What follows belongs to an exercise in optimizing a design on an open flow for a short achievable clock period and few clock cycles per item; a production flow would make more cautious choices. Where RTL was checked, it was by simulation tests only, not by an equivalence proof against the original. For runs 1, 2 and 4, only the layout was checked, not whether the RTL still works. Power and IR drop assume default switching activity.

## config.mk

```make
export PLATFORM = sky130hd
export DESIGN_NAME = a25_wishbone_master
export DESIGN_NICKNAME = a25_wishbone_master
export VERILOG_FILES = /design/flow/design.v
export SDC_FILE = /design/flow/constraint.sdc
export NUM_CORES = 4
export LEC_CHECK = 0
export ABC_CLOCK_PERIOD_IN_PS = 2200
export CAP_MARGIN = 20
export CORE_MARGIN = 2
export CORE_UTILIZATION = 45
export SETUP_SLACK_MARGIN = 2.6
export SLEW_MARGIN = 20
```

## constraint.sdc

```tcl
create_clock -name core_clock -period 5.0 [get_ports {i_clk}]
set_input_delay 1.0000 -clock core_clock [delete_from_list [all_inputs] [get_ports {i_clk}]]
set_output_delay 1.0000 -clock core_clock [all_outputs]
set_load 0.01 [all_outputs]
```

## design.v

```verilog
package a25_wb_pkg;
    typedef enum logic [1:0] {
        IDLE = 2'd0,
        BEAT = 2'd1,
        DONE = 2'd2
    } wb_state_t;
    localparam logic [1:0] P_ICACHE   = 2'd0;
    localparam logic [1:0] P_DCACHE   = 2'd1;
    localparam logic [1:0] P_UNCACHED = 2'd2;
    localparam int unsigned WB_WORDS = 4;
endpackage
import a25_wb_pkg::*;
module a25_wb_beat_mask
(
    input  logic        write,
    input  logic [15:0] be,
    input  logic [1:0]  addr_word,
    input  logic [1:0]  port,
    output logic [3:0]  mask
);
    always_comb begin
        mask = '0;
        if (write) begin
            for (int unsigned k = 0; k < WB_WORDS; k++) begin
                mask[k] = |be[4*k +: 4];
            end
        end else if (port == P_UNCACHED) begin
            mask[addr_word] = 1'b1;
        end else begin
            mask = '1;
        end
    end
endmodule
import a25_wb_pkg::*;
module a25_wishbone_master
#(
    parameter int unsigned TIMEOUT_CYCLES = 256
) (
    input  logic         i_clk,
    input  logic         i_rst,
    input  logic         i_p0_valid,
    output logic         o_p0_accepted,
    input  logic         i_p0_write,
    input  logic [127:0] i_p0_wdata,
    input  logic [15:0]  i_p0_be,
    input  logic [31:0]  i_p0_addr,
    output logic [127:0] o_p0_rdata,
    output logic         o_p0_rdata_valid,
    input  logic         i_p1_valid,
    output logic         o_p1_accepted,
    input  logic         i_p1_write,
    input  logic [127:0] i_p1_wdata,
    input  logic [15:0]  i_p1_be,
    input  logic [31:0]  i_p1_addr,
    output logic [127:0] o_p1_rdata,
    output logic         o_p1_rdata_valid,
    input  logic         i_p2_valid,
    output logic         o_p2_accepted,
    input  logic         i_p2_write,
    input  logic [127:0] i_p2_wdata,
    input  logic [15:0]  i_p2_be,
    input  logic [31:0]  i_p2_addr,
    output logic [127:0] o_p2_rdata,
    output logic         o_p2_rdata_valid,
    output logic [31:0]  o_wb_adr,
    output logic [3:0]   o_wb_sel,
    output logic         o_wb_we,
    output logic [31:0]  o_wb_dat,
    input  logic [31:0]  i_wb_dat,
    output logic         o_wb_cyc,
    output logic         o_wb_stb,
    input  logic         i_wb_ack,
    input  logic         i_wb_err,
    output logic         o_bus_error
);
    localparam int unsigned QD  = 1;           
    localparam int unsigned QP  = 2;                 
    localparam int unsigned QW  = 3;                 
    localparam int unsigned HCW = 6;                 
    logic unused_cfg;
    function automatic logic [1:0] first_of(input logic [3:0] m);
        first_of = 2'd3;
        if (m[2]) first_of = 2'd2;
        if (m[1]) first_of = 2'd1;
        if (m[0]) first_of = 2'd0;
    endfunction
    assign unused_cfg = ^TIMEOUT_CYCLES;
    logic full_q;
    logic a0, a1, a2, acc;
    assign a2  = i_p2_valid & ~full_q;
    assign a1  = i_p1_valid & ~i_p2_valid & ~full_q;
    assign a0  = i_p0_valid & ~i_p1_valid & ~i_p2_valid & ~full_q;
    assign acc = (i_p0_valid | i_p1_valid | i_p2_valid) & ~full_q;
    assign o_p0_accepted = a0;
    assign o_p1_accepted = a1;
    assign o_p2_accepted = a2;
    logic [1:0]   win_port;
    logic         win_write;
    logic [127:0] win_wdata;
    logic [15:0]  win_be;
    logic [31:0]  win_addr;
    always_comb begin
        win_port  = P_ICACHE;
        win_write = i_p0_write;
        win_wdata = i_p0_wdata;
        win_be    = i_p0_be;
        win_addr  = i_p0_addr;
        if (i_p2_valid) begin
            win_port  = P_UNCACHED;
            win_write = i_p2_write;
            win_wdata = i_p2_wdata;
            win_be    = i_p2_be;
            win_addr  = i_p2_addr;
        end else if (i_p1_valid) begin
            win_port  = P_DCACHE;
            win_write = i_p1_write;
            win_wdata = i_p1_wdata;
            win_be    = i_p1_be;
            win_addr  = i_p1_addr;
        end
    end
    logic unused_addr_lsbs;
    assign unused_addr_lsbs = ^win_addr[1:0];
    logic [3:0]  pm [3];
    logic [1:0]  pf [3];
    logic [3:0]  ps [3];
    logic [31:0] pd [3];
    a25_wb_beat_mask u_mask0 (.write(i_p0_write), .be(i_p0_be), .addr_word(i_p0_addr[3:2]), .port(P_ICACHE),   .mask(pm[0]));
    a25_wb_beat_mask u_mask1 (.write(i_p1_write), .be(i_p1_be), .addr_word(i_p1_addr[3:2]), .port(P_DCACHE),   .mask(pm[1]));
    a25_wb_beat_mask u_mask2 (.write(i_p2_write), .be(i_p2_be), .addr_word(i_p2_addr[3:2]), .port(P_UNCACHED), .mask(pm[2]));
    always_comb begin
        for (int unsigned p = 0; p < 3; p++) pf[p] = first_of(pm[p]);
        ps[0] = i_p0_be[{pf[0], 2'b00} +: 4];
        ps[1] = i_p1_be[{pf[1], 2'b00} +: 4];
        ps[2] = i_p2_be[{pf[2], 2'b00} +: 4];
        pd[0] = i_p0_wdata[{pf[0], 5'd0} +: 32];
        pd[1] = i_p1_wdata[{pf[1], 5'd0} +: 32];
        pd[2] = i_p2_wdata[{pf[2], 5'd0} +: 32];
    end
    logic [3:0]  win_mask;
    logic [1:0]  win_first;
    logic [3:0]  win_sel;
    logic [31:0] win_dat;
    always_comb begin
        win_mask  = pm[0];
        win_first = pf[0];
        win_sel   = ps[0];
        win_dat   = pd[0];
        if (i_p2_valid) begin
            win_mask  = pm[2];
            win_first = pf[2];
            win_sel   = ps[2];
            win_dat   = pd[2];
        end else if (i_p1_valid) begin
            win_mask  = pm[1];
            win_first = pf[1];
            win_sel   = ps[1];
            win_dat   = pd[1];
        end
    end
    logic push_any;
    logic [2:0] pnz;
    assign pnz[0] = ~i_p0_write | (|i_p0_be);
    assign pnz[1] = ~i_p1_write | (|i_p1_be);
    assign pnz[2] = ~i_p2_write | (|i_p2_be);
    assign push_any = (a0 & pnz[0]) | (a1 & pnz[1]) | (a2 & pnz[2]);
    logic [1:0]    q_port  [QD];
    logic          q_wr    [QD];
    logic [127:0]  q_wdata [QD];
    logic [15:0]   q_be    [QD];
    logic [31:4]   q_addr  [QD];
    logic [3:0]    q_mask  [QD];
    logic [QP-1:0] wp_q, rp_q;
    logic [QW-1:0] cnt_q;
    logic          empty_q;
    logic         cyc_q;
    logic [31:2]  adr_q;
    logic [3:0]   sel_q;
    logic         we_q;
    logic [31:0]  dat_q;
    logic [1:0]   cur_port;
    logic [127:0] cur_wdata;
    logic [15:0]  cur_be;
    logic [3:0]   rem_q;       
    logic beat_end, has_next, bus_free, pop, bypass, push_q;
    assign beat_end = cyc_q & (i_wb_ack | i_wb_err);
    assign has_next = |rem_q;
    assign bus_free = ~cyc_q | (beat_end & ~has_next);
    assign pop      = bus_free & ~empty_q;
    assign bypass   = bus_free & empty_q & push_any;
    assign push_q   = push_any & ~bypass;
    function automatic logic [QP-1:0] ptr_inc(input logic [QP-1:0] p);
        ptr_inc = (p == QP'(QD - 1)) ? '0 : p + 1'b1;
    endfunction
    always_ff @(posedge i_clk) begin
        for (int unsigned i = 0; i < QD; i++) begin
            if (!full_q && (wp_q == QP'(i))) begin
                q_port[i]  <= win_port;
                q_wr[i]    <= win_write;
                q_wdata[i] <= win_wdata;
                q_be[i]    <= win_be;
                q_addr[i]  <= win_addr[31:4];
                q_mask[i]  <= win_mask;
            end
        end
    end
    logic          q_inc, q_dec;
    logic [QW-1:0] cnt_next;
    logic          empty_next, full_next;
    assign q_inc = push_q & ~pop;
    assign q_dec = pop & ~push_q;
    always_comb begin
        cnt_next   = cnt_q;
        empty_next = (cnt_q == '0);
        full_next  = (cnt_q == QW'(QD));
        if (q_inc) begin
            cnt_next   = cnt_q + 1'b1;
            empty_next = 1'b0;
            full_next  = (cnt_q == QW'(QD - 1));
        end else if (q_dec) begin
            cnt_next   = cnt_q - 1'b1;
            empty_next = (cnt_q == QW'(1));
            full_next  = 1'b0;
        end
    end
    always_ff @(posedge i_clk or posedge i_rst) begin
        if (i_rst) begin
            wp_q    <= '0;
            rp_q    <= '0;
            cnt_q   <= '0;
            empty_q <= 1'b1;
            full_q  <= 1'b1;
        end else begin
            if (push_q) wp_q <= ptr_inc(wp_q);
            if (pop)    rp_q <= ptr_inc(rp_q);
            cnt_q   <= cnt_next;
            empty_q <= empty_next;
            full_q  <= full_next;
        end
    end
    logic [1:0]   h_port;
    logic         h_wr;
    logic [127:0] h_wdata;
    logic [15:0]  h_be;
    logic [31:4]  h_addr;
    logic [3:0]   h_mask;
    logic [1:0]   h_word;
    logic [3:0]   h_sel;
    logic [31:0]  h_dat;
    logic [1:0]   n_word;
    logic [1:0]   q_word;
    always_comb begin
        h_port  = q_port[0];
        h_wr    = q_wr[0];
        h_wdata = q_wdata[0];
        h_be    = q_be[0];
        h_addr  = q_addr[0];
        h_mask  = q_mask[0];
        for (int unsigned i = 1; i < QD; i++) begin
            if (rp_q == QP'(i)) begin
                h_port  = q_port[i];
                h_wr    = q_wr[i];
                h_wdata = q_wdata[i];
                h_be    = q_be[i];
                h_addr  = q_addr[i];
                h_mask  = q_mask[i];
            end
        end
        q_word = first_of(h_mask);
        h_word = q_word;
        h_sel  = h_be[{q_word, 2'b00} +: 4];
        h_dat  = h_wdata[{q_word, 5'd0} +: 32];
        if (empty_q) begin
            h_port  = win_port;
            h_wr    = win_write;
            h_wdata = win_wdata;
            h_be    = win_be;
            h_addr  = win_addr[31:4];
            h_mask  = win_mask;
            h_word  = win_first;
            h_sel   = win_sel;
            h_dat   = win_dat;
        end
    end
    assign n_word = first_of(rem_q);
    always_ff @(posedge i_clk or posedge i_rst) begin
        if (i_rst) begin
            cyc_q <= 1'b0;
        end else if (bus_free) begin
            cyc_q <= (pop & (|h_mask)) | bypass;
        end
    end
    always_ff @(posedge i_clk) begin
        if (bus_free) begin
            adr_q     <= {h_addr, h_word};
            sel_q     <= h_sel;
            dat_q     <= h_dat;
            we_q      <= h_wr;
            cur_port  <= h_port;
            cur_wdata <= h_wdata;
            cur_be    <= h_be;
            rem_q     <= h_mask & (h_mask - 4'd1);
        end else if (beat_end && has_next) begin
            adr_q[3:2] <= n_word;
            sel_q      <= cur_be[{n_word, 2'b00} +: 4];
            dat_q      <= cur_wdata[{n_word, 5'd0} +: 32];
            rem_q      <= rem_q & (rem_q - 4'd1);
        end
    end
    logic [95:0]  line_q;
    logic [127:0] line_fin;
    logic [31:0]  beat_dat;
    logic         rd_last;
    assign beat_dat = i_wb_err ? '0 : i_wb_dat;
    assign rd_last  = beat_end & ~has_next & ~we_q;
    always_ff @(posedge i_clk) begin
        for (int unsigned k = 0; k < 3; k++) begin
            if (beat_end && !we_q && (adr_q[3:2] == 2'(k))) line_q[32*k +: 32] <= beat_dat;
        end
    end
    function automatic logic [127:0] place(input logic [31:0] d, input logic [1:0] k);
        place = {(k == 2'd3) ? d : 32'd0, (k == 2'd2) ? d : 32'd0,
                 (k == 2'd1) ? d : 32'd0, (k == 2'd0) ? d : 32'd0};
    endfunction
    always_comb begin
        if (cur_port == P_UNCACHED) line_fin = place(beat_dat, adr_q[3:2]);
        else                        line_fin = {beat_dat, line_q};
    end
    logic [2:0]   rv_q;
    logic [127:0] rdata_q [3];
    logic         bus_error_q;
    logic [HCW-1:0] hcnt_q;
    logic [1:0]   pend_v;
    logic [127:0] pend1_line;     
    logic [31:0]  pend2_dat;      
    logic [1:0]   pend2_word;
    logic         p0_rv_d;
    logic [2:0]   p0_out_q;       
    logic         tok_q;
    logic         engaged, hold_max;
    logic [1:0]   fin_p;          
    logic [1:0]   done_p;         
    logic [1:0]   give;           
    assign engaged  = i_p0_valid | rv_q[0] | p0_rv_d | (p0_out_q != '0);
    assign hold_max = (hcnt_q == '1);
    assign fin_p[0] = rd_last & (cur_port == P_DCACHE);
    assign fin_p[1] = rd_last & (cur_port == P_UNCACHED);
    assign done_p   = pend_v | fin_p;
    always_comb begin
        give = '0;
        if (!engaged || hold_max) begin
            give = done_p;
        end else if (tok_q) begin
            if (done_p[0]) give[0] = 1'b1;
            else           give[1] = done_p[1];
        end
        give = give | (pend_v & fin_p);
    end
    always_ff @(posedge i_clk or posedge i_rst) begin
        if (i_rst) begin
            rv_q        <= '0;
            rdata_q[0]  <= '0;
            rdata_q[1]  <= '0;
            rdata_q[2]  <= '0;
            bus_error_q <= 1'b0;
            pend_v      <= '0;
            p0_rv_d     <= 1'b0;
            p0_out_q    <= '0;
            tok_q       <= 1'b0;
            hcnt_q      <= '0;
        end else begin
            p0_rv_d  <= rv_q[0];
            p0_out_q <= p0_out_q + 3'(a0 & ~i_p0_write) - 3'(rd_last & (cur_port == P_ICACHE));
            if (a0)         tok_q <= 1'b1;
            else if (|give) tok_q <= 1'b0;
            if ((|(done_p & ~give)) && engaged) hcnt_q <= hcnt_q + 1'b1;
            else                                hcnt_q <= '0;
            rv_q[0] <= rd_last && (cur_port == P_ICACHE);
            if (rd_last && (cur_port == P_ICACHE)) rdata_q[0] <= line_fin;
            for (int unsigned p = 1; p < 3; p++) begin
                rv_q[p] <= give[p-1];
                if (give[p-1]) begin
                    if (!pend_v[p-1])  rdata_q[p] <= line_fin;
                    else if (p == 1)   rdata_q[p] <= pend1_line;
                    else               rdata_q[p] <= place(pend2_dat, pend2_word);
                end
                pend_v[p-1] <= (pend_v[p-1] & ~give[p-1]) | (fin_p[p-1] & (~give[p-1] | pend_v[p-1]));
            end
            if (beat_end && i_wb_err) bus_error_q <= 1'b1;
        end
    end
    always_ff @(posedge i_clk) begin
        if (fin_p[0] && (!give[0] || pend_v[0])) pend1_line <= line_fin;
        if (fin_p[1] && (!give[1] || pend_v[1])) begin
            pend2_dat  <= beat_dat;
            pend2_word <= adr_q[3:2];
        end
    end
    assign o_wb_cyc = cyc_q;
    assign o_wb_stb = cyc_q;
    assign o_wb_adr = {adr_q, 2'b00};
    assign o_wb_sel = sel_q;
    assign o_wb_we  = we_q;
    assign o_wb_dat = dat_q;
    assign o_bus_error = bus_error_q;
    assign o_p0_rdata_valid = rv_q[0];
    assign o_p1_rdata_valid = rv_q[1];
    assign o_p2_rdata_valid = rv_q[2];
    assign o_p0_rdata = rdata_q[0];
    assign o_p1_rdata = rdata_q[1];
    assign o_p2_rdata = rdata_q[2];
endmodule
```

## run.sh

```bash
#!/bin/bash
# synth_recipe.tcl (not shown) runs the flow's synth.tcl, then flattens the netlist and writes it again
# the make line also repeats each setting of config.mk as NAME=value (left out here)
make -C /OpenROAD-flow-scripts/flow DESIGN_CONFIG=/design/flow/config.mk WORK_HOME=/design/flow/orfs CLKGATE_MAP_FILE= SYNTH_SCRIPT=/design/flow/synth_recipe.tcl finish
```

==> flow_metrics.env, run 1 <==
export IMPL_placed_cells=6518
export IMPL_grt_overflow_total=0
export IMPL_fill_cells=8670
export IMPL_drt_first_iter_violations=5387
export IMPL_achievable_frequency_ghz=0.357
export IMPL_clk_latency_ps=710
export IMPL_first_global_vias=40300
export IMPL_synth_warnings=23
export IMPL_grt_antenna_before_repair=81
export IMPL_power_switching_share_pct=37.0
export IMPL_placer_s_final_routability_congestion_estimate=0.971
export IMPL_power_leakage_uw=0.0284
export IMPL_utilization_pct=64.5
export IMPL_route_vias_total=43800
export IMPL_yosys_register_bits=1026
export IMPL_grt_total_usage_pct=38.0
export IMPL_async_flop_share_pct=39.9
export IMPL_port_buffer_count=1019
export IMPL_crit_startpoint="i_p0_valid"
export IMPL_layout_cells_non_filler=7043
export IMPL_maxSlewViolCount=0
export IMPL_r2r_slack_ps=2500
export IMPL_routed_wire_length_per_instance_um=33.9
export IMPL_clock_sinks=1026
export IMPL_largest_net_degree_at_the_start_of_global_routing=257
export IMPL_powerDensity_nw_per_um2=543
export IMPL_synth_top_cell_by_area="edfxtp_1"
export IMPL_min_period_over_period_pct=56.0
export IMPL_timing_critical_path_fanout_max=2
export IMPL_cp_end_kind="output port"
export IMPL_worstRegToRegCells=10
export IMPL_p_clk_share_pct=22.7
export IMPL_max_slew_worst_pin_slew_ps=1170
export IMPL_final_hold_violation_count=0
export IMPL_cp_start_kind="input pin"
export IMPL_critical_path_reg2reg_startpoint="rem_q[3]"
export IMPL_clkTransAtPathRegs_ps=60
export IMPL_grt_first_pass_wirelength_um=303000
export IMPL_floorplan_rows=121
export IMPL_finalCriticalPeriod_ps=2800
export IMPL_power_ir_vdd_worst_mv=0.601
export IMPL_place_area_um2=61000
export IMPL_fraction_of_final_layout_cells_with_drive_strength_greater_than_1_pct=20.6
export IMPL_fin_nets=6052
export IMPL_ys_top_cells_by_area="edfxtp_1 (38%), dfrtp_1 (21%), mux2i_1 (8.3%)"
export IMPL_fp_dieArea_um2=112000
export IMPL_initial_utilization_pct=45.3
export IMPL_synth_flop_cell="edfxtp_1"
export IMPL_seq_power_share_pct=37.6
export IMPL_antenna_violating_nets_post_route=0
export IMPL_route_final_wire_length_um=239000
export IMPL_die_width_um=334
export IMPL_cell_area_after_technology_mapping_um2=49100
export IMPL_ctsLongestPathBuffers=3
export IMPL_netSwitchingPower_uw=14100
export IMPL_timing_final_ws_setup_ps=2200
export IMPL_power_report_internal_total_uw=24000
export IMPL_core_area_um2=109000
export IMPL_cts_hold_buffers_added=0
export IMPL_power_share_combinational_pct=39.7
export IMPL_post_synth_inst_count=4345
export IMPL_outcome="no timing/DRC/antenna violations"
export IMPL_cts_tree="yes"
export IMPL_route_detailed_drc=0
export IMPL_yosys_cell_types_count=70
export IMPL_clock_tree_root_cell="clkbuf_16"
export IMPL_crit_required_ps=4000
export IMPL_skew_ps=29.3
export IMPL_post_route_cell_area_um2=70000
export IMPL_r2r_end="rdata_q[2][67]"
export IMPL_area_growth_pct=42.4
export IMPL_number_of_buffers_created_by_cts=109
export IMPL_first_pass_iters=6
export IMPL_worstSetupEndpoint="o_p0_accepted"
export IMPL_setup_violations_final=0
export IMPL_synth_edf_count=617
export IMPL_max_cap_violations=0
export IMPL_worst_hold_check_path_type="reg2reg"
export IMPL_timing_worst_setup_path_type="in2out"
export IMPL_dp_hpwl_um=146000
export IMPL_post_synth_cell_area_avg_um2=11.3
export IMPL_die_h_um=334
export IMPL_synth_seq_area_share_pct=58.5
export IMPL_worst_endpoint_arrival_ps=1800
export IMPL_maxSlewHeadroom_pct=22.2
export IMPL_vias_per_cell=6.21
export IMPL_synth_largest_type_area_fraction_pct=37.7
export IMPL_most_instantiated_library_cell_after_synthesis="edfxtp_1"
export IMPL_cts_max_level=3
export IMPL_rsz0062_at_grt="yes"
export IMPL_pre_cts_ws_ps=890
export IMPL_yosys_top_cells_count="edfxtp_1 (617), nand2_1 (556), o21ai_0 (514)"
export IMPL_io_pin_count=1032
cells in the final DEF, fill, tap and decap left out, types with 161 or more instances in the layout:
master and instances:
clkdlybuf4s50_1 514, o21ai_0 404, clkbuf_16 161, inv_1 177
a21oi_1 177, mux2i_1 386, nand2_1 516, edfxtp_1 617
o221ai_1 176, clkdlybuf4s15_1 235, dfrtp_1 399
through the flow:
step	TNS [ps]	total power [µW]	hold slack, ps
CTS	0	36500	428
detailed placement	0	28100	414
finish	0	38000	432
floorplan	-614580	20800	412
global route	0	39400	444
global placement	0	27900	428
final cells by class:
cell class | instances | area [µm²] | area share, %
clock inverters | 61 | 763 | 1.09
repair buffers | 1364 | 15000 | 21.5
flip-flops and latches | 1026 | 28800 | 41.1
clock buffers | 146 | 3010 | 4.30
well taps | 1414 | 1770 | 2.53
multi-input cells | 2784 | 19800 | 28.2
inverters | 185 | 728 | 1.04
diodes | 63 | 158 | 0.225
power by group through the flow:
| stage | sequential (µW) | clock, µW | combinational (µW) |
|---|---|---|---|
| 6_report | 14300 | 8630 | 15100 |
| 5_1_grt | 14500 | 9010 | 15800 |
| 4_1_cts | 14200 | 8670 | 13600 |
| 3_5_place_dp | 14400 | 0 | 13700 |
| 3_3_place_gp | 14300 | 0 | 13500 |
| 2_1_floorplan | 14600 | 0 | 6200 |
worst max-delay path, cell delays in order:
cell	delay, ps
clkdlybuf4s15_1	340
nor3b_4	280
buf_2	180
sequential cells by signal, summed over array words and instances, names as in the netlist, 4 cells and up:
register / cells
pend2_dat: 32
sel_q: 4
hcnt_q: 6
dat_q: 32
pend1_line: 128
cur_wdata: 96
cur_be: 12
q_wdata: 128
line_q: 96
q_be: 16
rdata_q: 384
adr_q: 30
q_mask: 4
q_addr: 28
per-layer routing:
| layer | vias to the layer above | GRT usage, % | routed length [µm] |
|---|---|---|---|
| met2 | 2899 | 63.1 | 114000 |
| li1 | 18400 | - | - |
| met4 | 22 | 26.2 | 19600 |
| met1 | 21700 | 44.1 | 82100 |
| met5 | - | 0 | 140 |
| met3 | 692 | 8.29 | 23300 |
timing repair:
item                       in CTS  in global routing
setup buffers                  98                 45
gates cloned                   31                 80
pin swaps                      65                 68
setup endpoints to repair    1323                502
gates resized for setup      1543                364
worst min path at each step:
| stage | from | to | cells after the start |
|---|---|---|---|
| after floorplan | cnt_q[2] | full_q | 1 |
| after CTS | rv_q[0] | p0_rv_d | 0 |
| final | rv_q[0] | p0_rv_d | 0 |
| after global routing | rv_q[0] | p0_rv_d | 0 |
| after detailed placement | rv_q[0] | p0_rv_d | 0 |
| after global placement | rv_q[0] | p0_rv_d | 0 |
kinds of logic (layout without fill, tap and decap cells):
kind of cell / count (synthesis) / after routing / share of synthesized area, %
and+or+nand+nor: 907 / 909 / 8.02
AOI/OAI and AO/OA: 1300 / 1303 / 17.0
adders and majority gates: 14 / 14 / 0.364
xor gates and xnor gates: 10 / 10 / 0.178
other: 1 / 65 / 0.00763
muxes: 546 / 546 / 11.5
buffers and inverters: 541 / 1756 / 4.40
DFF: 1026 / 1026 / 58.5
==> run 2: changes to the inputs <==
--- a/design.v
+++ b/design.v
@@ -33,2 +33,12 @@
 endmodule
+module a25_wb_accept
+(
+    input  logic [2:0] valid,
+    input  logic       full,
+    output logic [2:0] accepted
+);
+    assign accepted[2] = valid[2] & ~full;
+    assign accepted[1] = valid[1] & ~valid[2] & ~full;
+    assign accepted[0] = valid[0] & ~valid[1] & ~valid[2] & ~full;
+endmodule
 import a25_wb_pkg::*;
@@ -93,5 +103,7 @@
     assign acc = (i_p0_valid | i_p1_valid | i_p2_valid) & ~full_q;
-    assign o_p0_accepted = a0;
-    assign o_p1_accepted = a1;
-    assign o_p2_accepted = a2;
+    a25_wb_accept u_accept (
+        .valid    ({i_p2_valid, i_p1_valid, i_p0_valid}),
+        .full     (full_q),
+        .accepted ({o_p2_accepted, o_p1_accepted, o_p0_accepted})
+    );
     logic [1:0]   win_port;
--- a/config.mk
+++ b/config.mk
@@ -13 +13,3 @@
 export SLEW_MARGIN = 20
+export SYNTH_HIERARCHICAL = 1
+export SYNTH_MINIMUM_KEEP_SIZE = 0
==> run 2 against run 1 <==
  * Still clean
  * Fmax grew 1.8%
  * Final cell count shrank 0.17%
  * Sequential power fell by 3%
  * Sequential share of layout area down 1.2 points
  * Core utilization rose by 1.7 points
  * Sequential cell count unchanged
  * Combinational power about the same
  * Critical path depth rose by 7
  * Via count fell by 1.0%
  * Worst hold slack improved by 11 ps
  * Count of clock-buffer cells in the layout up 15
  * Die area increased by 0.50%
  * Critical path type is now in2reg
  * Largest power group unchanged
==> flow_metrics.env, run 2 <==
export IMPL_floorplan_rows=121
export IMPL_area_growth_pct=45.9
export IMPL_core_area_um2=109000
export IMPL_fin_nets=6076
export IMPL_achievable_frequency_ghz=0.364
export IMPL_cts_hold_buffers_added=0
export IMPL_yosys_top_cells_count="edfxtp_1 (617), nand2_1 (615), o21ai_0 (520)"
export IMPL_timing_final_ws_setup_ps=2250
export IMPL_layout_top_registers="rdata_q: 384 flops, pend1_line: 128 flops, q_wdata: 128 flops"
export IMPL_largest_net_degree_at_the_start_of_global_routing=218
export IMPL_cp_start_kind="input pin"
export IMPL_synth_largest_type_area_fraction_pct=37.5
export IMPL_initial_utilization_pct=45.4
export IMPL_max_cap_violations=0
export IMPL_cpLargestDelayFamily="compound AO/OA/AOI/OAI gates"
export IMPL_commonest_cells_after_routing_fill_and_taps_aside="edfxtp_1 (617), nand2_1 (612), clkdlybuf4s50_1 (508)"
export IMPL_synth_warnings=29
export IMPL_finalCriticalPeriod_ps=2750
export IMPL_cp_buffers_inverters=3
export IMPL_ctsLongestPathBuffers=3
export IMPL_synth_flop_cell="edfxtp_1"
export IMPL_ys_top_cells_by_area="edfxtp_1 (38%), dfrtp_1 (21%), mux2i_1 (7.8%)"
export IMPL_rsz0062_at_grt="yes"
export IMPL_groute_layer_met2_usage_pct=63.4
export IMPL_worst_hold_path_cell_count=1
export IMPL_clkTransAtPathRegs_ps=60
export IMPL_worst_endpoint_arrival_ps=3170
export IMPL_grt_overflow_total=0
export IMPL_max_slew_worst_pin_slew_ps=1190
export IMPL_cp_cell_sequence="buf_8 -> nor4_4 -> a22oi_2 -> buf_12 -> buf_12 -> mux2i_1 -> o21ai_1 -> mux2_2 -> a222oi_1 -> o21ai_1"
export IMPL_grtUsageMet3_pct=8.54
export IMPL_r2r_slack_ps=2300
export IMPL_min_period_over_period_pct=55.0
export IMPL_drt_first_iter_violations=5308
export IMPL_placer_s_final_routability_congestion_estimate=0.936
export IMPL_die_width_um=335
export IMPL_cts_tree="yes"
export IMPL_final_hold_violation_count=0
export IMPL_async_flop_share_pct=39.9
export IMPL_yosys_cell_types_count=62
export IMPL_critPathSlowestCell="a222oi_1"
export IMPL_routed_wire_length_per_instance_um=33.3
export IMPL_largest_reg_flops=384
export IMPL_critical_path_reg2reg_startpoint="rem_q[2]"
export IMPL_route_final_wire_length_um=234000
export IMPL_synth_seq_area_share_pct=58.2
export IMPL_timing_worst_setup_path_type="in2reg"
export IMPL_yosys_register_bits=1026
export IMPL_antenna_violating_nets_post_route=0
export IMPL_min_delay_worst_endpoint="rdata_q[1][5]"
export IMPL_fp_dieArea_um2=112000
export IMPL_met1_use_gr_pct=47.5
export IMPL_number_of_buffers_created_by_cts=111
export IMPL_clk_latency_ps=720
export IMPL_first_pass_iters=8
export IMPL_placed_cells=6402
export IMPL_vias_per_cell=6.16
export IMPL_layout_cells_non_filler=7031
export IMPL_crit_required_ps=5420
export IMPL_first_global_vias=40700
export IMPL_skew_ps=34.5
export IMPL_synth_edf_count=617
export IMPL_outcome="no timing/DRC/antenna violations"
export IMPL_post_synth_cell_area_avg_um2=11.7
export IMPL_die_h_um=335
export IMPL_route_detailed_drc=0
export IMPL_worst_hold_check_path_type="reg2reg"
export IMPL_route_vias_total=43300
export IMPL_setup_violations_final=0
export IMPL_holdCritStartpoint="pend1_line[5]"
export IMPL_worstRegToRegCells=10
export IMPL_port_buffer_count=1023
export IMPL_powerDensity_nw_per_um2=519
export IMPL_most_instantiated_library_cell_after_synthesis="edfxtp_1"
export IMPL_maxSlewHeadroom_pct=20.8
export IMPL_grt_antenna_before_repair=51
export IMPL_io_pin_count=1032
export IMPL_maxSlewViolCount=0
export IMPL_post_route_cell_area_um2=72100
export IMPL_grt_first_pass_wirelength_um=310000
export IMPL_delay_of_the_slowest_critical_path_stage_ps=650
export IMPL_post_synth_inst_count=4224
export IMPL_timing_critical_path_fanout_max=6
export IMPL_fraction_of_final_layout_cells_with_drive_strength_greater_than_1_pct=26.0
export IMPL_largest_register="rdata_q"
export IMPL_cell_area_after_technology_mapping_um2=49400
export IMPL_power_leakage_uw=0.0311
export IMPL_tns_ps=0
export IMPL_layout_commonest_cell="edfxtp_1"
export IMPL_cts_max_level=3
export IMPL_place_area_um2=61300
export IMPL_cp_end_kind="flop"
export IMPL_synth_top_cell_by_area="edfxtp_1"
export IMPL_r2r_end="rdata_q[1][81]"
export IMPL_grt_total_usage_pct=38.7
export IMPL_clock_sinks=1026
export IMPL_power_ir_vdd_worst_mv=0.375
export IMPL_pre_cts_ws_ps=832
export IMPL_clock_tree_root_cell="clkbuf_16"
export IMPL_grt_busiest_layer="met2"
export IMPL_dp_hpwl_um=133000
[run 2: worst max-delay path by stage]
stage                            from             to  slack, ps  depth (start not counted)
after floorplan                 i_rst    bus_error_q      -1510                          1
after global placement    i_p1_be[11]      dat_q[16]        800                         10
after detailed placement   i_p0_write       cnt_q[2]        830                          9
after CTS                      full_q  o_p0_accepted       2320                          3
after global routing       i_p0_be[8]       dat_q[2]       2210                         11
final                      i_p0_be[8]      dat_q[23]       2250                         10
[run 2: kinds of logic after synthesis]
family | Yosys count | share of synthesized area [%]
DFF | 1026 | 58.2
adders and majority gates | 14 | 0.362
xor gates and xnor gates | 10 | 0.177
and+or+nand+nor | 910 | 7.71
buffers and inverters | 506 | 4.01
AOI/OAI and AO/OA | 984 | 12.9
muxes | 772 | 16.6
other | 2 | 0.0152
[run 2: where the power goes]
part	switching (µW)	internal [µW]
combinational	7900	7030
clock	3620	5020
sequential	1710	12100
[run 2: modules after synthesis, one instance, submodules excluded]
module / cells inside / cell area [µm²] / copies in the design / flip-flops and latches
a25_wb_accept: 3 / 28.8 / 1 / 0
a25_wishbone_master: 4182 / 49100 / 1 / 1026
a25_wb_beat_mask: 13 / 96.3 / 3 / 0
[run 2: worst reg2reg max path, delay by kind of cell, from the launching register on]
| kind | cells | cell delay (ps) |
|---|---|---|
| adders and majority gates | 1 | 410 |
| DFF | 1 | 380 |
| and+or+nand+nor | 3 | 700 |
| buffers and inverters | 5 | 800 |
| AOI/OAI and AO/OA | 1 | 300 |
[run 2: what timing repair did]
item	4_1_cts	5_1_grt
resized for setup	1810	230
cloned	90	27
setup buffers	225	51
pin swaps	139	122
endpoints found under the setup margin	1471	767
[run 2: area by class of cell]
class                      instances  area [µm²]
antenna                           25        62.6
tap                             1414        1770
clock buffer                     161        3110
multi-input combinational       2713       20200
clock inverter                    50         694
timing repair buffer            1489       16900
inverter                         153         603
fill                            8159       36800
sequential                      1026       28800
[run 2: routing by layer]
| layer | share of wire (%) | wire (µm) | up-vias |
|---|---|---|---|
| met1 | 36 | 83400 | 21500 |
| met3 | 10 | 23800 | 685 |
| li1 | - | - | 18100 |
| met4 | 6.8 | 16000 | 40 |
| met2 | 47 | 110000 | 2973 |
| met5 | 0.11 | 253 | - |
[run 2: metrics by stage]
step,hold WS [ps],utilization (%),total power (µW)
after detailed placement,434,56.3,26200
after global placement,446,56.3,26000
after CTS,453,64.7,36400
final,443,66.2,37400
after floorplan,412,-,19300
after global routing,473,66.2,38600
==> run 3: changes to the inputs <==
--- a/design.v
+++ b/design.v
@@ -33,12 +33,2 @@
 endmodule
-module a25_wb_accept
-(
-    input  logic [2:0] valid,
-    input  logic       full,
-    output logic [2:0] accepted
-);
-    assign accepted[2] = valid[2] & ~full;
-    assign accepted[1] = valid[1] & ~valid[2] & ~full;
-    assign accepted[0] = valid[0] & ~valid[1] & ~valid[2] & ~full;
-endmodule
 import a25_wb_pkg::*;
@@ -85,3 +75,3 @@
 );
-    localparam int unsigned QD  = 1;           
+    localparam int unsigned QD  = 3;           
     localparam int unsigned QP  = 2;                 
@@ -103,7 +93,5 @@
     assign acc = (i_p0_valid | i_p1_valid | i_p2_valid) & ~full_q;
-    a25_wb_accept u_accept (
-        .valid    ({i_p2_valid, i_p1_valid, i_p0_valid}),
-        .full     (full_q),
-        .accepted ({o_p2_accepted, o_p1_accepted, o_p0_accepted})
-    );
+    assign o_p0_accepted = a0;
+    assign o_p1_accepted = a1;
+    assign o_p2_accepted = a2;
     logic [1:0]   win_port;
@@ -321,4 +309,3 @@
     end
-    logic [95:0]  line_q;
-    logic [127:0] line_fin;
+    logic [127:0] line_q, line_fin;
     logic [31:0]  beat_dat;
@@ -328,13 +315,11 @@
     always_ff @(posedge i_clk) begin
-        for (int unsigned k = 0; k < 3; k++) begin
-            if (beat_end && !we_q && (adr_q[3:2] == 2'(k))) line_q[32*k +: 32] <= beat_dat;
+        if (bus_free) begin
+            line_q <= '0;
+        end else if (beat_end && !we_q) begin
+            line_q[{adr_q[3:2], 5'd0} +: 32] <= beat_dat;
         end
     end
-    function automatic logic [127:0] place(input logic [31:0] d, input logic [1:0] k);
-        place = {(k == 2'd3) ? d : 32'd0, (k == 2'd2) ? d : 32'd0,
-                 (k == 2'd1) ? d : 32'd0, (k == 2'd0) ? d : 32'd0};
-    endfunction
     always_comb begin
-        if (cur_port == P_UNCACHED) line_fin = place(beat_dat, adr_q[3:2]);
-        else                        line_fin = {beat_dat, line_q};
+        line_fin = line_q;
+        line_fin[{adr_q[3:2], 5'd0} +: 32] = beat_dat;
     end
@@ -345,5 +330,3 @@
     logic [1:0]   pend_v;
-    logic [127:0] pend1_line;     
-    logic [31:0]  pend2_dat;      
-    logic [1:0]   pend2_word;
+    logic [127:0] pend_line [2];
     logic         p0_rv_d;
@@ -393,7 +376,3 @@
                 rv_q[p] <= give[p-1];
-                if (give[p-1]) begin
-                    if (!pend_v[p-1])  rdata_q[p] <= line_fin;
-                    else if (p == 1)   rdata_q[p] <= pend1_line;
-                    else               rdata_q[p] <= place(pend2_dat, pend2_word);
-                end
+                if (give[p-1]) rdata_q[p] <= pend_v[p-1] ? pend_line[p-1] : line_fin;
                 pend_v[p-1] <= (pend_v[p-1] & ~give[p-1]) | (fin_p[p-1] & (~give[p-1] | pend_v[p-1]));
@@ -404,6 +383,4 @@
     always_ff @(posedge i_clk) begin
-        if (fin_p[0] && (!give[0] || pend_v[0])) pend1_line <= line_fin;
-        if (fin_p[1] && (!give[1] || pend_v[1])) begin
-            pend2_dat  <= beat_dat;
-            pend2_word <= adr_q[3:2];
+        for (int unsigned p = 1; p < 3; p++) begin
+            if (fin_p[p-1] && (!give[p-1] || pend_v[p-1])) pend_line[p-1] <= line_fin;
         end
--- a/config.mk
+++ b/config.mk
@@ -9,7 +9,5 @@
 export CAP_MARGIN = 20
-export CORE_MARGIN = 2
-export CORE_UTILIZATION = 45
+export CORE_AREA = 5 5 375 375
+export DIE_AREA = 0 0 380 380
 export SETUP_SLACK_MARGIN = 2.6
 export SLEW_MARGIN = 20
-export SYNTH_HIERARCHICAL = 1
-export SYNTH_MINIMUM_KEEP_SIZE = 0
==> run 3 against run 2 <==
  * Still clean
  * Sequential cell count up 486
  * Worst hold slack improved by 10 ps
  * Global-route usage decreased by 2.5 points
  * Combinational power rose by 91%
  * Worst setup slack lost 69 ps
  * Final cell count is 35% higher
  * Register-to-register slack worse by 80 ps
  * Core utilization rose by 3.7 points
  * Largest cell class unchanged
==> flow_metrics.env, run 3 <==
export IMPL_fill_cells=9866
export IMPL_floorplan_rows=135
export IMPL_achievable_frequency_ghz=0.355
export IMPL_cts_hold_buffers_added=0
export IMPL_clock_tree_root_cell="clkbuf_16"
export IMPL_layout_commonest_cell="edfxtp_1"
export IMPL_cp_end_kind="output port"
export IMPL_routed_wire_length_per_instance_um=29.2
export IMPL_synth_warnings=25
export IMPL_timing_critical_path_fanout_max=58
export IMPL_yosys_top_cells_count="edfxtp_1 (973), nand2_1 (747), o21ai_0 (582)"
export IMPL_yosys_register_bits=1512
export IMPL_commonest_cells_after_routing_fill_and_taps_aside="edfxtp_1 (973), nand2_1 (625), o21ai_0 (550)"
export IMPL_port_buffer_count=1019
export IMPL_async_flop_share_pct=27.2
export IMPL_post_synth_inst_count=6245
export IMPL_layout_top_registers="q_wdata: 384 flops, rdata_q: 384 flops, pend_line: 256 flops"
export IMPL_cp_start_kind="input pin"
export IMPL_clock_sinks=1512
export IMPL_r2r_slack_ps=2220
export IMPL_power_leakage_uw=0.0383
export IMPL_max_slew_worst_pin_slew_ps=1230
export IMPL_fraction_of_final_layout_cells_with_drive_strength_greater_than_1_pct=26.6
export IMPL_rsz0062_at_grt="yes"
export IMPL_tns_ps=0
export IMPL_final_hold_worst_slack_ps=453
export IMPL_grt_total_usage_pct=36.2
export IMPL_grt_antenna_before_repair=14
export IMPL_first_global_vias=55600
export IMPL_timing_worst_setup_path_type="in2out"
export IMPL_most_instantiated_library_cell_after_synthesis="edfxtp_1"
export IMPL_maxSlewHeadroom_pct=17.9
export IMPL_core_area_um2=136000
export IMPL_max_cap_violations=0
export IMPL_final_hold_violation_count=0
export IMPL_synth_seq_area_share_pct=60.4
export IMPL_yosys_cell_types_count=75
export IMPL_ys_top_cells_by_area="edfxtp_1 (42%), dfrtp_1 (15%), mux2i_1 (7.9%)"
export IMPL_antenna_violating_nets_post_route=0
export IMPL_route_detailed_drc=0
export IMPL_vias_per_cell=6.08
export IMPL_route_vias_total=57600
export IMPL_cts_max_level=4
export IMPL_synth_flop_cell="edfxtp_1"
export IMPL_outcome="no timing/DRC/antenna violations"
export IMPL_synth_top_cell_by_area="edfxtp_1"
export IMPL_worst_endpoint_arrival_ps=1820
export IMPL_largest_net_degree_at_the_start_of_global_routing=257
export IMPL_synth_largest_type_area_fraction_pct=41.9
export IMPL_cts_tree="yes"
export IMPL_maxSlewViolCount=0
export IMPL_grt_overflow_total=0
export IMPL_crit_required_ps=4000
export IMPL_skew_ps=37.1
export IMPL_io_pin_count=1032
export IMPL_synth_edf_count=973
export IMPL_finalCriticalPeriod_ps=2820
export IMPL_post_synth_cell_area_avg_um2=11.2
export IMPL_powerDensity_nw_per_um2=651
export IMPL_ctsLongestPathBuffers=3
export IMPL_cell_area_after_technology_mapping_um2=69700
export IMPL_die_h_um=380
export IMPL_die_width_um=380
export IMPL_area_growth_pct=36.3
export IMPL_fin_nets=8133
export IMPL_route_final_wire_length_um=277000
export IMPL_dp_hpwl_um=162000
export IMPL_min_period_over_period_pct=56.4
export IMPL_number_of_buffers_created_by_cts=158
export IMPL_first_pass_iters=6
export IMPL_setup_violations_final=0
export IMPL_fp_dieArea_um2=144000
export IMPL_worst_hold_check_path_type="reg2reg"
export IMPL_clk_latency_ps=800
export IMPL_initial_utilization_pct=51.3
export IMPL_power_ir_vdd_worst_mv=0.520
export IMPL_grt_first_pass_wirelength_um=387000
export IMPL_drt_first_iter_violations=6221
export IMPL_placer_s_final_routability_congestion_estimate=0.891
export IMPL_clkTransAtPathRegs_ps=60
run 3: cell count changes after synthesis, moves of 132 or more:
cell | previous run | this run
a211oi_1 | 17 | 180
a21oi_1 | 21 | 504
edfxtp_1 | 617 | 973
mux2_2 | 279 | 143
mux2i_1 | 384 | 553
nand2_1 | 615 | 747
nor2_1 | 165 | 514
nor2b_1 | 36 | 181
run 3: report_power, final:
group | internal [µW] | switching [µW]
Combinational | 11700 | 16800
Sequential | 19400 | 2390
Clock | 6430 | 5130
Total | 37500 | 24300
run 3: path summary, 6_finish.rpt:
kind	cells after the start	from	to
setup / recovery	3	i_p2_valid	o_p0_accepted
hold reg to reg	1	cnt_q[2]	empty_q
hold / removal	1	cnt_q[2]	empty_q
min in group asynchronous	2	i_rst	rdata_q[1][77]
setup reg to reg	10	rem_q[1]	rdata_q[2][57]
max in group asynchronous	3	i_rst	rp_q[0]
run 3: cell type report:
class                      count  area, µm²  area share (%)
antenna                       14       35.0          0.0369
clock buffer                 216       4310            4.54
clock inverter                81        723           0.761
inverter                     149        601           0.632
multi-input combinational   4122      28100            29.6
sequential                  1512      42100            44.3
tap                         1781       2230            2.35
timing repair buffer        1602      16800            17.7
timing repair inverter         2       17.5          0.0184
run 3: metrics by stage:
stage	util [%]	std cells	worst slack, ps	total power (µW)	area [µm²]
final	69.9	9479	2180	61800	95000
after global routing	69.9	9472	2170	64500	95000
after CTS	68.0	9372	2170	59400	92400
after detailed placement	60.4	8723	625	45000	82000
after global placement	60.4	8723	652	44500	82000
after floorplan	-	6246	-1540	34800	69700
run 3: timing repair:
item,in CTS,in global routing
endpoints found under the setup margin,1915,1004
endpoints found under the hold margin,0,0
pin swaps,140,116
setup buffers,249,78
resized for setup,2611,411
cloned,103,15
run 3: worst max-delay path, cell delays in order:
cell     delay [ps]
buf_16          180
nor4b_4         380
buf_6           190
run 3: cells by family after synthesis:
family,after synthesis,synth area share (%)
muxes,824,12.3
adders and majority gates,20,0.357
and+or+nand+nor,1609,9.91
other,1,0.00538
buffers and inverters,626,3.48
DFF,1512,60.4
xor gates and xnor gates,11,0.138
AOI/OAI and AO/OA,1642,13.4
run 3: layer usage:
metal  global-route usage (%)  up-vias  routed length, µm
met1                     45.5    28400             103000
met5                        0        -                 20
li1                         -    25400                  -
met2                     60.0     3184             133000
met3                     6.82      691              23900
met4                     18.7        2              17600
Testbench counts of run 3, summed over its fixed seeds: cycles 28,069, requests 5,120.
==> run 4: changes to the inputs <==
--- a/design.v
+++ b/design.v
@@ -33,2 +33,12 @@
 endmodule
+module a25_wb_accept
+(
+    input  logic [2:0] valid,
+    input  logic       full,
+    output logic [2:0] accepted
+);
+    assign accepted[2] = valid[2] & ~full;
+    assign accepted[1] = valid[1] & ~valid[2] & ~full;
+    assign accepted[0] = valid[0] & ~valid[1] & ~valid[2] & ~full;
+endmodule
 import a25_wb_pkg::*;
@@ -75,3 +85,3 @@
 );
-    localparam int unsigned QD  = 3;           
+    localparam int unsigned QD  = 1;           
     localparam int unsigned QP  = 2;                 
@@ -93,5 +103,7 @@
     assign acc = (i_p0_valid | i_p1_valid | i_p2_valid) & ~full_q;
-    assign o_p0_accepted = a0;
-    assign o_p1_accepted = a1;
-    assign o_p2_accepted = a2;
+    a25_wb_accept u_accept (
+        .valid    ({i_p2_valid, i_p1_valid, i_p0_valid}),
+        .full     (full_q),
+        .accepted ({o_p2_accepted, o_p1_accepted, o_p0_accepted})
+    );
     logic [1:0]   win_port;
@@ -127,7 +139,21 @@
     logic [31:0] pd [3];
-    a25_wb_beat_mask u_mask0 (.write(i_p0_write), .be(i_p0_be), .addr_word(i_p0_addr[3:2]), .port(P_ICACHE),   .mask(pm[0]));
-    a25_wb_beat_mask u_mask1 (.write(i_p1_write), .be(i_p1_be), .addr_word(i_p1_addr[3:2]), .port(P_DCACHE),   .mask(pm[1]));
-    a25_wb_beat_mask u_mask2 (.write(i_p2_write), .be(i_p2_be), .addr_word(i_p2_addr[3:2]), .port(P_UNCACHED), .mask(pm[2]));
+    logic [3:0] pn [3];
+    always_comb begin
+        for (int unsigned k = 0; k < 4; k++) begin
+            pn[0][k] = |i_p0_be[4*k +: 4];
+            pn[1][k] = |i_p1_be[4*k +: 4];
+            pn[2][k] = |i_p2_be[4*k +: 4];
+        end
+    end
     always_comb begin
-        for (int unsigned p = 0; p < 3; p++) pf[p] = first_of(pm[p]);
+        pm[0] = i_p0_write ? pn[0] : 4'hf;
+        pm[1] = i_p1_write ? pn[1] : 4'hf;
+        pm[2] = i_p2_write ? pn[2] : (4'b0001 << i_p2_addr[3:2]);
+    end
+    logic [1:0] pw [3];
+    always_comb begin
+        for (int unsigned p = 0; p < 3; p++) begin
+            pf[p] = first_of(pm[p]);
+            pw[p] = first_of(pn[p]);
+        end
         ps[0] = i_p0_be[{pf[0], 2'b00} +: 4];
@@ -135,5 +161,5 @@
         ps[2] = i_p2_be[{pf[2], 2'b00} +: 4];
-        pd[0] = i_p0_wdata[{pf[0], 5'd0} +: 32];
-        pd[1] = i_p1_wdata[{pf[1], 5'd0} +: 32];
-        pd[2] = i_p2_wdata[{pf[2], 5'd0} +: 32];
+        pd[0] = i_p0_wdata[{pw[0], 5'd0} +: 32];
+        pd[1] = i_p1_wdata[{pw[1], 5'd0} +: 32];
+        pd[2] = i_p2_wdata[{pw[2], 5'd0} +: 32];
     end
@@ -184,5 +210,7 @@
     logic [3:0]   rem_q;       
+    logic         last_q;      
+    logic [2:0]   rf_q;        
     logic beat_end, has_next, bus_free, pop, bypass, push_q;
     assign beat_end = cyc_q & (i_wb_ack | i_wb_err);
-    assign has_next = |rem_q;
+    assign has_next = ~last_q;
     assign bus_free = ~cyc_q | (beat_end & ~has_next);
@@ -285,2 +313,5 @@
     assign n_word = first_of(rem_q);
+    logic [3:0] h_rem, n_rem;
+    assign h_rem = h_mask & (h_mask - 4'd1);
+    assign n_rem = rem_q & (rem_q - 4'd1);
     always_ff @(posedge i_clk or posedge i_rst) begin
@@ -299,5 +330,5 @@
             cur_port  <= h_port;
-            cur_wdata <= h_wdata;
-            cur_be    <= h_be;
-            rem_q     <= h_mask & (h_mask - 4'd1);
+            rem_q     <= h_rem;
+            last_q    <= (h_rem == '0);
+            for (int unsigned p = 0; p < 3; p++) rf_q[p] <= ~h_wr & (h_rem == '0) & (h_port == 2'(p));
         end else if (beat_end && has_next) begin
@@ -306,6 +337,15 @@
             dat_q      <= cur_wdata[{n_word, 5'd0} +: 32];
-            rem_q      <= rem_q & (rem_q - 4'd1);
+            rem_q      <= n_rem;
+            last_q     <= (n_rem == '0);
+            for (int unsigned p = 0; p < 3; p++) rf_q[p] <= ~we_q & (n_rem == '0) & (cur_port == 2'(p));
+        end
+    end
+    always_ff @(posedge i_clk) begin
+        if (!cyc_q || last_q) begin
+            cur_wdata <= h_wdata;
+            cur_be    <= h_be;
         end
     end
-    logic [127:0] line_q, line_fin;
+    logic [95:0]  line_q;
+    logic [127:0] line_fin;
     logic [31:0]  beat_dat;
@@ -313,13 +353,15 @@
     assign beat_dat = i_wb_err ? '0 : i_wb_dat;
-    assign rd_last  = beat_end & ~has_next & ~we_q;
+    assign rd_last  = beat_end & (|rf_q);
     always_ff @(posedge i_clk) begin
-        if (bus_free) begin
-            line_q <= '0;
-        end else if (beat_end && !we_q) begin
-            line_q[{adr_q[3:2], 5'd0} +: 32] <= beat_dat;
+        for (int unsigned k = 0; k < 3; k++) begin
+            if (beat_end && !we_q && (adr_q[3:2] == 2'(k))) line_q[32*k +: 32] <= beat_dat;
         end
     end
+    function automatic logic [127:0] place(input logic [31:0] d, input logic [1:0] k);
+        place = {(k == 2'd3) ? d : 32'd0, (k == 2'd2) ? d : 32'd0,
+                 (k == 2'd1) ? d : 32'd0, (k == 2'd0) ? d : 32'd0};
+    endfunction
     always_comb begin
-        line_fin = line_q;
-        line_fin[{adr_q[3:2], 5'd0} +: 32] = beat_dat;
+        if (cur_port == P_UNCACHED) line_fin = place(beat_dat, adr_q[3:2]);
+        else                        line_fin = {beat_dat, line_q};
     end
@@ -330,3 +372,5 @@
     logic [1:0]   pend_v;
-    logic [127:0] pend_line [2];
+    logic [127:0] pend1_line;     
+    logic [31:0]  pend2_dat;      
+    logic [1:0]   pend2_word;
     logic         p0_rv_d;
@@ -338,6 +382,12 @@
     logic [1:0]   give;           
-    assign engaged  = i_p0_valid | rv_q[0] | p0_rv_d | (p0_out_q != '0);
-    assign hold_max = (hcnt_q == '1);
-    assign fin_p[0] = rd_last & (cur_port == P_DCACHE);
-    assign fin_p[1] = rd_last & (cur_port == P_UNCACHED);
+    logic         eng_q, hmax_q, fin0;
+    logic [2:0]   p0_out_next;
+    logic [HCW-1:0] hcnt_next;
+    assign engaged  = i_p0_valid | eng_q;
+    assign hold_max = hmax_q;
+    assign fin0     = beat_end & rf_q[0];
+    assign fin_p[0] = beat_end & rf_q[1];
+    assign fin_p[1] = beat_end & rf_q[2];
+    assign p0_out_next = p0_out_q + 3'(a0 & ~i_p0_write) - 3'(fin0);
+    assign hcnt_next = ((|(done_p & ~give)) && engaged) ? hcnt_q + 1'b1 : '0;
     assign done_p   = pend_v | fin_p;
@@ -365,14 +415,21 @@
             hcnt_q      <= '0;
+            eng_q       <= 1'b0;
+            hmax_q      <= 1'b0;
         end else begin
             p0_rv_d  <= rv_q[0];
-            p0_out_q <= p0_out_q + 3'(a0 & ~i_p0_write) - 3'(rd_last & (cur_port == P_ICACHE));
+            p0_out_q <= p0_out_next;
+            eng_q    <= fin0 | rv_q[0] | (p0_out_next != '0);
+            hmax_q   <= (hcnt_next == '1);
             if (a0)         tok_q <= 1'b1;
             else if (|give) tok_q <= 1'b0;
-            if ((|(done_p & ~give)) && engaged) hcnt_q <= hcnt_q + 1'b1;
-            else                                hcnt_q <= '0;
-            rv_q[0] <= rd_last && (cur_port == P_ICACHE);
-            if (rd_last && (cur_port == P_ICACHE)) rdata_q[0] <= line_fin;
+            hcnt_q <= hcnt_next;
+            rv_q[0] <= fin0;
+            if (fin0) rdata_q[0] <= line_fin;
             for (int unsigned p = 1; p < 3; p++) begin
                 rv_q[p] <= give[p-1];
-                if (give[p-1]) rdata_q[p] <= pend_v[p-1] ? pend_line[p-1] : line_fin;
+                if (give[p-1]) begin
+                    if (!pend_v[p-1])  rdata_q[p] <= line_fin;
+                    else if (p == 1)   rdata_q[p] <= pend1_line;
+                    else               rdata_q[p] <= place(pend2_dat, pend2_word);
+                end
                 pend_v[p-1] <= (pend_v[p-1] & ~give[p-1]) | (fin_p[p-1] & (~give[p-1] | pend_v[p-1]));
@@ -383,4 +440,6 @@
     always_ff @(posedge i_clk) begin
-        for (int unsigned p = 1; p < 3; p++) begin
-            if (fin_p[p-1] && (!give[p-1] || pend_v[p-1])) pend_line[p-1] <= line_fin;
+        if (fin_p[0] && (!give[0] || pend_v[0])) pend1_line <= line_fin;
+        if (fin_p[1] && (!give[1] || pend_v[1])) begin
+            pend2_dat  <= beat_dat;
+            pend2_word <= adr_q[3:2];
         end
--- a/config.mk
+++ b/config.mk
@@ -9,5 +9,8 @@
 export CAP_MARGIN = 20
-export CORE_AREA = 5 5 375 375
-export DIE_AREA = 0 0 380 380
+export CORE_MARGIN = 2
+export CORE_UTILIZATION = 50
 export SETUP_SLACK_MARGIN = 2.6
 export SLEW_MARGIN = 20
+export SYNTH_HIERARCHICAL = 1
+export SYNTH_MINIMUM_KEEP_SIZE = 0
+export TNS_END_PERCENT = 5
==> run 4 against run 3 <==
  * Power decreased by 38%
  * Routed wire length shrank 23%
  * Clock power decreased by about 30%
  * Sequential cell count is 481 lower
  * Via count shrank 26%
  * Fmax up 4.3%
  * Worst hold slack improved by 11 ps
  * Largest power group unchanged
==> flow_metrics.env, run 4 <==
export IMPL_place_area_um2=60800
export IMPL_post_route_cell_area_um2=66900
export IMPL_die_width_um=317
export IMPL_clock_sinks=1031
export IMPL_largest_register="rdata_q"
export IMPL_final_hold_violation_count=0
export IMPL_synth_top_cell_by_area="edfxtp_1"
export IMPL_worstRegToRegCells=5
export IMPL_min_delay_worst_endpoint="full_q"
export IMPL_clock_tree_root_cell="clkbuf_16"
export IMPL_power_ir_vdd_worst_mv=0.412
export IMPL_layout_commonest_cell="clkdlybuf4s50_1"
export IMPL_cts_hold_buffers_added=0
export IMPL_most_instantiated_library_cell_after_synthesis="nand2_1"
export IMPL_area_growth_pct=36.3
export IMPL_number_of_buffers_created_by_cts=108
export IMPL_floorplan_rows=114
export IMPL_cp_end_kind="flop"
export IMPL_achievable_frequency_ghz=0.370
export IMPL_synth_seq_area_share_pct=58.9
export IMPL_async_flop_share_pct=39.8
export IMPL_r2r_slack_ps=2330
export IMPL_io_pin_count=1032
export IMPL_fill_cells=7489
export IMPL_power_leakage_uw=0.0271
export IMPL_clk_latency_ps=690
export IMPL_outcome="no timing/DRC/antenna violations"
export IMPL_grt_first_pass_wirelength_um=292000
export IMPL_synth_edf_count=621
export IMPL_port_buffer_count=1019
export IMPL_crit_required_ps=5410
export IMPL_largest_net_degree_at_the_start_of_global_routing=181
export IMPL_cpLargestDelayFamily="compound AO/OA/AOI/OAI gates"
export IMPL_post_synth_cell_area_avg_um2=11.0
export IMPL_initial_utilization_pct=50.6
export IMPL_maxSlewViolCount=0
export IMPL_critical_path_reg2reg_startpoint="cur_port[0]"
export IMPL_cp_cell_sequence="buf_4 -> or4_4 -> buf_12 -> buf_16 -> mux2i_1 -> a211oi_1 -> a21o_1 -> a2111oi_4 -> a221oi_1"
export IMPL_worst_hold_check_path_type="reg2reg"
export IMPL_route_detailed_drc=0
export IMPL_fp_dieArea_um2=101000
export IMPL_rsz0062_at_grt="yes"
export IMPL_first_pass_iters=6
export IMPL_placer_s_final_routability_congestion_estimate=0.973
export IMPL_grt_antenna_before_repair=40
export IMPL_cts_max_level=3
export IMPL_cp_buffers_inverters=3
export IMPL_placed_cells=6504
export IMPL_first_global_vias=40500
export IMPL_clkTransAtPathRegs_ps=60
export IMPL_delay_of_the_slowest_critical_path_stage_ps=520
export IMPL_multi_input_area_um2=19400
export IMPL_vias_per_cell=6.24
export IMPL_antenna_violating_nets_post_route=0
export IMPL_max_slew_worst_pin_slew_ps=1050
export IMPL_powerDensity_nw_per_um2=570
export IMPL_yosys_cell_types_count=73
export IMPL_p_total_uw=38200
export IMPL_worst_endpoint_arrival_ps=3110
export IMPL_cts_tree="yes"
export IMPL_timing_worst_setup_path_type="in2reg"
export IMPL_critPathSlowestCell="or4_4"
export IMPL_drt_first_iter_violations=5163
export IMPL_seqCellArea_um2=28900
export IMPL_skew_ps=33.7
export IMPL_post_synth_inst_count=4452
export IMPL_min_period_over_period_pct=54.0
export IMPL_timing_critical_path_fanout_max=7
export IMPL_layout_top_registers="rdata_q: 384 flops, pend1_line: 128 flops, q_wdata: 128 flops"
export IMPL_yosys_register_bits=1031
export IMPL_r2r_end="rdata_q[2][50]"
export IMPL_ys_top_cells_by_area="edfxtp_1 (38%), dfrtp_1 (21%), mux2i_1 (6.4%)"
export IMPL_route_vias_total=42800
export IMPL_routed_wire_length_per_instance_um=31.0
export IMPL_core_area_um2=97000
export IMPL_grt_total_usage_pct=40.2
export IMPL_layout_cells_non_filler=6861
export IMPL_yosys_top_cells_count="nand2_1 (623), edfxtp_1 (621), o21ai_0 (478)"
export IMPL_holdCritStartpoint="cnt_q[2]"
export IMPL_largest_reg_flops=384
export IMPL_max_cap_violations=0
export IMPL_route_final_wire_length_um=213000
export IMPL_synth_largest_type_area_fraction_pct=38.0
export IMPL_fin_nets=6046
export IMPL_maxSlewHeadroom_pct=30.1
export IMPL_utilization_pct=69.0
export IMPL_fraction_of_final_layout_cells_with_drive_strength_greater_than_1_pct=13.9
export IMPL_cell_area_after_technology_mapping_um2=49100
export IMPL_setup_violations_final=0
export IMPL_synth_flop_cell="edfxtp_1"
export IMPL_synth_warnings=20
export IMPL_commonest_cells_after_routing_fill_and_taps_aside="clkdlybuf4s50_1 (767), edfxtp_1 (621), nand2_1 (615)"
export IMPL_ctsLongestPathBuffers=3
export IMPL_grt_overflow_total=0
export IMPL_dp_hpwl_um=142000
export IMPL_worst_hold_path_cell_count=1
export IMPL_die_h_um=317
export IMPL_cp_start_kind="input pin"
export IMPL_finalCriticalPeriod_ps=2700
export IMPL_tns_ps=0
run 4: final cells by class:
type	count	share of cell area [%]
sequential	1031	43.2
multi-input combinational	2919	29.0
timing repair buffer	1255	19.1
clock buffer	139	4.49
tap	1276	2.39
inverter	149	0.854
clock inverter	65	0.843
antenna	27	0.101
run 4: per-module statistics from Yosys (local to each module, per instance):
module,flip-flops and latches,area (µm²),times used,cells inside
a25_wb_accept,0,28.8,1,3
a25_wishbone_master,1031,49100,1,4449
run 4: per-layer routing:
metal	vias to the layer above	routed length [µm]	GRT usage (%)
met3	593	20200	8.33
li1	18500	-	-
met2	2644	103000	67.7
met5	-	80	0
met4	14	14400	23.7
met1	21000	74800	47.7
run 4: worst max-delay path by stage:
stage	to	slack (ps)	cells after the start	startpoint
6_report	dat_q[18]	2300	9	i_p1_be[10]
5_1_grt	o_p0_accepted	2290	4	full_q
4_1_cts	o_p0_accepted	2340	3	full_q
3_5_place_dp	dat_q[6]	460	7	i_p0_be[11]
3_3_place_gp	dat_q[7]	590	8	i_p0_be[11]
2_1_floorplan	bus_error_q	-1520	1	i_rst
run 4: cells by family (layout without fill, tap and decap cells):
group | Yosys count | after routing | synth area share, %
AOI/OAI and AO/OA | 1341 | 1343 | 17.7
and+or+nand+nor | 1090 | 1093 | 9.13
DFF | 1031 | 1031 | 58.9
buffers and inverters | 510 | 1608 | 4.09
muxes | 454 | 454 | 9.61
adders and majority gates | 14 | 16 | 0.362
xor gates and xnor gates | 11 | 11 | 0.196
other | 1 | 29 | 0.00764
run 4: metrics by stage:
stage / setup WS, ps / hold WS (ps)
global placement: 586 / 441
detailed placement: 465 / 447
floorplan: -1520 / 410
finish: 2300 / 464
global route: 2290 / 476
CTS: 2340 / 463
run 4: report_power, final:
part           total (µW)  switching, µW  internal (µW)
sequential          14500           1770          12800
clock                8120           3510           4610
combinational       15500           9200           6340
total               38200          14500          23700
run 4: worst reg2reg max path: stages (launching register included):
cell and delay [ps]:
edfxtp_1 530, nand2b_4 390, clkbuf_8 450, a22oi_1 840, o221ai_1 210, o21a_1 140
run 4: repair_timing:
action	4_1_cts	5_1_grt
gates cloned	17	7
buffers inserted	73	29
setup endpoints to repair	1235	917
resized for setup	556	53
pin swaps	106	21
==> run 5: changes to the inputs <==
--- a/design.v
+++ b/design.v
@@ -330,2 +330,4 @@
             cur_port  <= h_port;
+            cur_wdata <= h_wdata;
+            cur_be    <= h_be;
             rem_q     <= h_rem;
@@ -341,8 +343,2 @@
         end
-    end
-    always_ff @(posedge i_clk) begin
-        if (!cyc_q || last_q) begin
-            cur_wdata <= h_wdata;
-            cur_be    <= h_be;
-        end
     end
==> run 5 against run 4 <==
  * Worst setup slack better by 83 ps
  * Critical path depth decreased by 8
  * Fmax rose by 3.1%
  * Power decreased by 4.8%
  * Synthesized cell count hardly changed
  * Sequential cell count unchanged
  * Sequential power about the same
  * Design area shrank 0.98%
  * Combinational power down about 10%
  * Register-to-register slack improved by 140 ps
  * Critical endpoint is now o_wb_dat[7]
==> flow_metrics.env, run 5 <==
export IMPL_largest_register="rdata_q"
export IMPL_powerDensity_nw_per_um2=549
export IMPL_timing_final_ws_setup_ps=2380
export IMPL_clock_tree_root_cell="clkbuf_16"
export IMPL_synth_simple_area_share_pct=8.21
export IMPL_die_h_um=319
export IMPL_critPathSlowestCell="edfxtp_1"
export IMPL_cts_max_level=3
export IMPL_cp_start_kind="flop"
export IMPL_layout_top_registers="rdata_q: 384 flops, pend1_line: 128 flops, q_wdata: 128 flops"
export IMPL_synth_xor_xnor_area_share_pct=0.194
export IMPL_maxSlewHeadroom_pct=27.4
export IMPL_clk_latency_ps=710
export IMPL_first_global_vias=40300
export IMPL_clkTransAtPathRegs_ps=70
export IMPL_muxShareOfSynthArea_pct=10.1
export IMPL_timing_critical_path_fanout_max=1
export IMPL_yosys_register_bits=1031
export IMPL_grt_overflow_total=0
export IMPL_grt_antenna_before_repair=72
export IMPL_yosys_cell_types_count=75
export IMPL_layout_commonest_cell="edfxtp_1"
export IMPL_clock_sinks=1031
export IMPL_place_area_um2=60800
export IMPL_routed_wire_length_per_instance_um=30.3
export IMPL_post_synth_cell_area_avg_um2=11.2
export IMPL_largest_net_degree_at_the_start_of_global_routing=178
export IMPL_outcome="no timing/DRC/antenna violations"
export IMPL_grt_total_usage_pct=39.3
export IMPL_post_route_cell_area_um2=66300
export IMPL_area_growth_pct=33.4
export IMPL_skew_ps=26.6
export IMPL_commonest_cells_after_routing_fill_and_taps_aside="edfxtp_1 (621), clkdlybuf4s50_1 (592), nand2_1 (574)"
export IMPL_number_of_buffers_created_by_cts=107
export IMPL_core_area_um2=98400
export IMPL_worst_endpoint_arrival_ps=1620
export IMPL_achievable_frequency_ghz=0.382
export IMPL_io_pin_count=1032
export IMPL_fin_nets=5980
export IMPL_synth_flop_cell="edfxtp_1"
export IMPL_port_buffer_count=1019
export IMPL_route_final_wire_length_um=206000
export IMPL_max_cap_violations=0
export IMPL_async_flop_share_pct=39.8
export IMPL_max_slew_worst_pin_slew_ps=1090
export IMPL_cp_end_kind="output port"
export IMPL_timing_worst_setup_path_type="reg2out"
export IMPL_antenna_violating_nets_post_route=0
export IMPL_cell_area_after_technology_mapping_um2=49700
export IMPL_cts_hold_buffers_added=0
export IMPL_route_detailed_drc=0
export IMPL_vias_per_cell=6.14
export IMPL_dp_hpwl_um=134000
export IMPL_synth_warnings=20
export IMPL_placed_cells=6472
export IMPL_largest_reg_flops=384
export IMPL_yosys_top_cells_count="edfxtp_1 (621), nand2_1 (581), o21ai_0 (509)"
export IMPL_pre_cts_ws_ps=896
export IMPL_cp_buffers_inverters=1
export IMPL_first_pass_iters=7
export IMPL_fraction_of_final_layout_cells_with_drive_strength_greater_than_1_pct=12.1
export IMPL_finalCriticalPeriod_ps=2620
export IMPL_worst_hold_check_path_type="reg2reg"
export IMPL_fp_dieArea_um2=102000
export IMPL_largest_family_of_logic_cells_by_synthesized_area="compound AO/OA/AOI/OAI gates"
export IMPL_post_synth_inst_count=4455
export IMPL_rsz0062_at_grt="yes"
export IMPL_synth_compound_area_share_pct=18.4
export IMPL_ys_top_cells_by_area="edfxtp_1 (38%), dfrtp_1 (21%), mux2i_1 (6.9%)"
export IMPL_initial_utilization_pct=50.5
export IMPL_adder_and_majority_gate_portion_of_the_synthesized_area_pct=0.380
==> run 5: timing repair <==
| item | 4_1_cts | 5_1_grt |
|---|---|---|
| gates resized for setup | 565 | 63 |
| pin swaps | 27 | 6 |
| endpoints found under the setup margin | 1282 | 1080 |
| setup buffers | 56 | 12 |
| cloned | 34 | 2 |
==> run 5: routing by layer <==
layer | GRT usage [%] | wire, µm
met5 | 0 | 410
met4 | 25.3 | 14600
met3 | 9.20 | 17900
met1 | 45.5 | 72400
met2 | 65.7 | 101000
==> run 5: worst paths after layout <==
check	depth (start not counted)	start	slack (ps)	end
max	1	dat_q[7]	2380	o_wb_dat[7]
min	1	cnt_q[2]	460	empty_q
max reg2reg	4	adr_q[3]	2470	line_q[38]
min reg2reg	1	cnt_q[2]	460	empty_q
max in group asynchronous	3	i_rst	3180	pend_v[1]
min in group asynchronous	2	i_rst	620	rdata_q[1][86]
==> run 5: Yosys stat by module, one instance, submodules excluded <==
module	cell area (µm²)	flip-flops and latches	cells inside
a25_wishbone_master	49700	1031	4452
a25_wb_accept	28.8	0	3
==> run 5: metrics by stage <==
stage	total power, µW	hold WS [ps]	util, %
floorplan	20900	410	-
global placement	28000	441	61.7
detailed placement	28200	437	61.7
CTS	36100	457	66.9
global route	37800	468	67.3
finish	36400	456	67.3
==> run 5: layout make-up <==
type / count / area, µm² / share of cell area (%)
Sequential cell: 1031 / 28900 / 43.7
Multi-Input combinational cell: 2925 / 19100 / 28.9
Timing Repair Buffer: 1185 / 12300 / 18.6
Clock buffer: 143 / 3010 / 4.53
Tap cell: 1287 / 1610 / 2.43
Clock inverter: 59 / 594 / 0.897
Inverter: 148 / 577 / 0.870
Antenna cell: 35 / 87.6 / 0.132
==> run 5: cells by family after synthesis <==
logic type               Yosys count
AO/OA/AOI/OAI                   1418
flip-flops                      1031
AND/OR/NAND/NOR                  984
buffers and inverters            510
multiplexers                     485
adder cells (fa/ha/maj)           15
XOR/XNOR                          11
other                              1
==> run 5: power breakdown <==
| part | internal, µW | switching (µW) | total (µW) |
|---|---|---|---|
| logic | 5580 | 8350 | 13900 |
| clock network | 4660 | 3550 | 8210 |
| registers | 12500 | 1700 | 14200 |
Testbench counts of run 5, summed over its fixed seeds: cycles 28,076, requests 5,120.

Re-timed with assumed drivers on the ports (clkbuf_16 on the clock, buf_2 on other inputs), run 5 has 2.300 ns of setup slack against 2.380 ns with ideal ports, and 1.538 ns once port delays also move by the mid clock arrival of 0.778 ns.
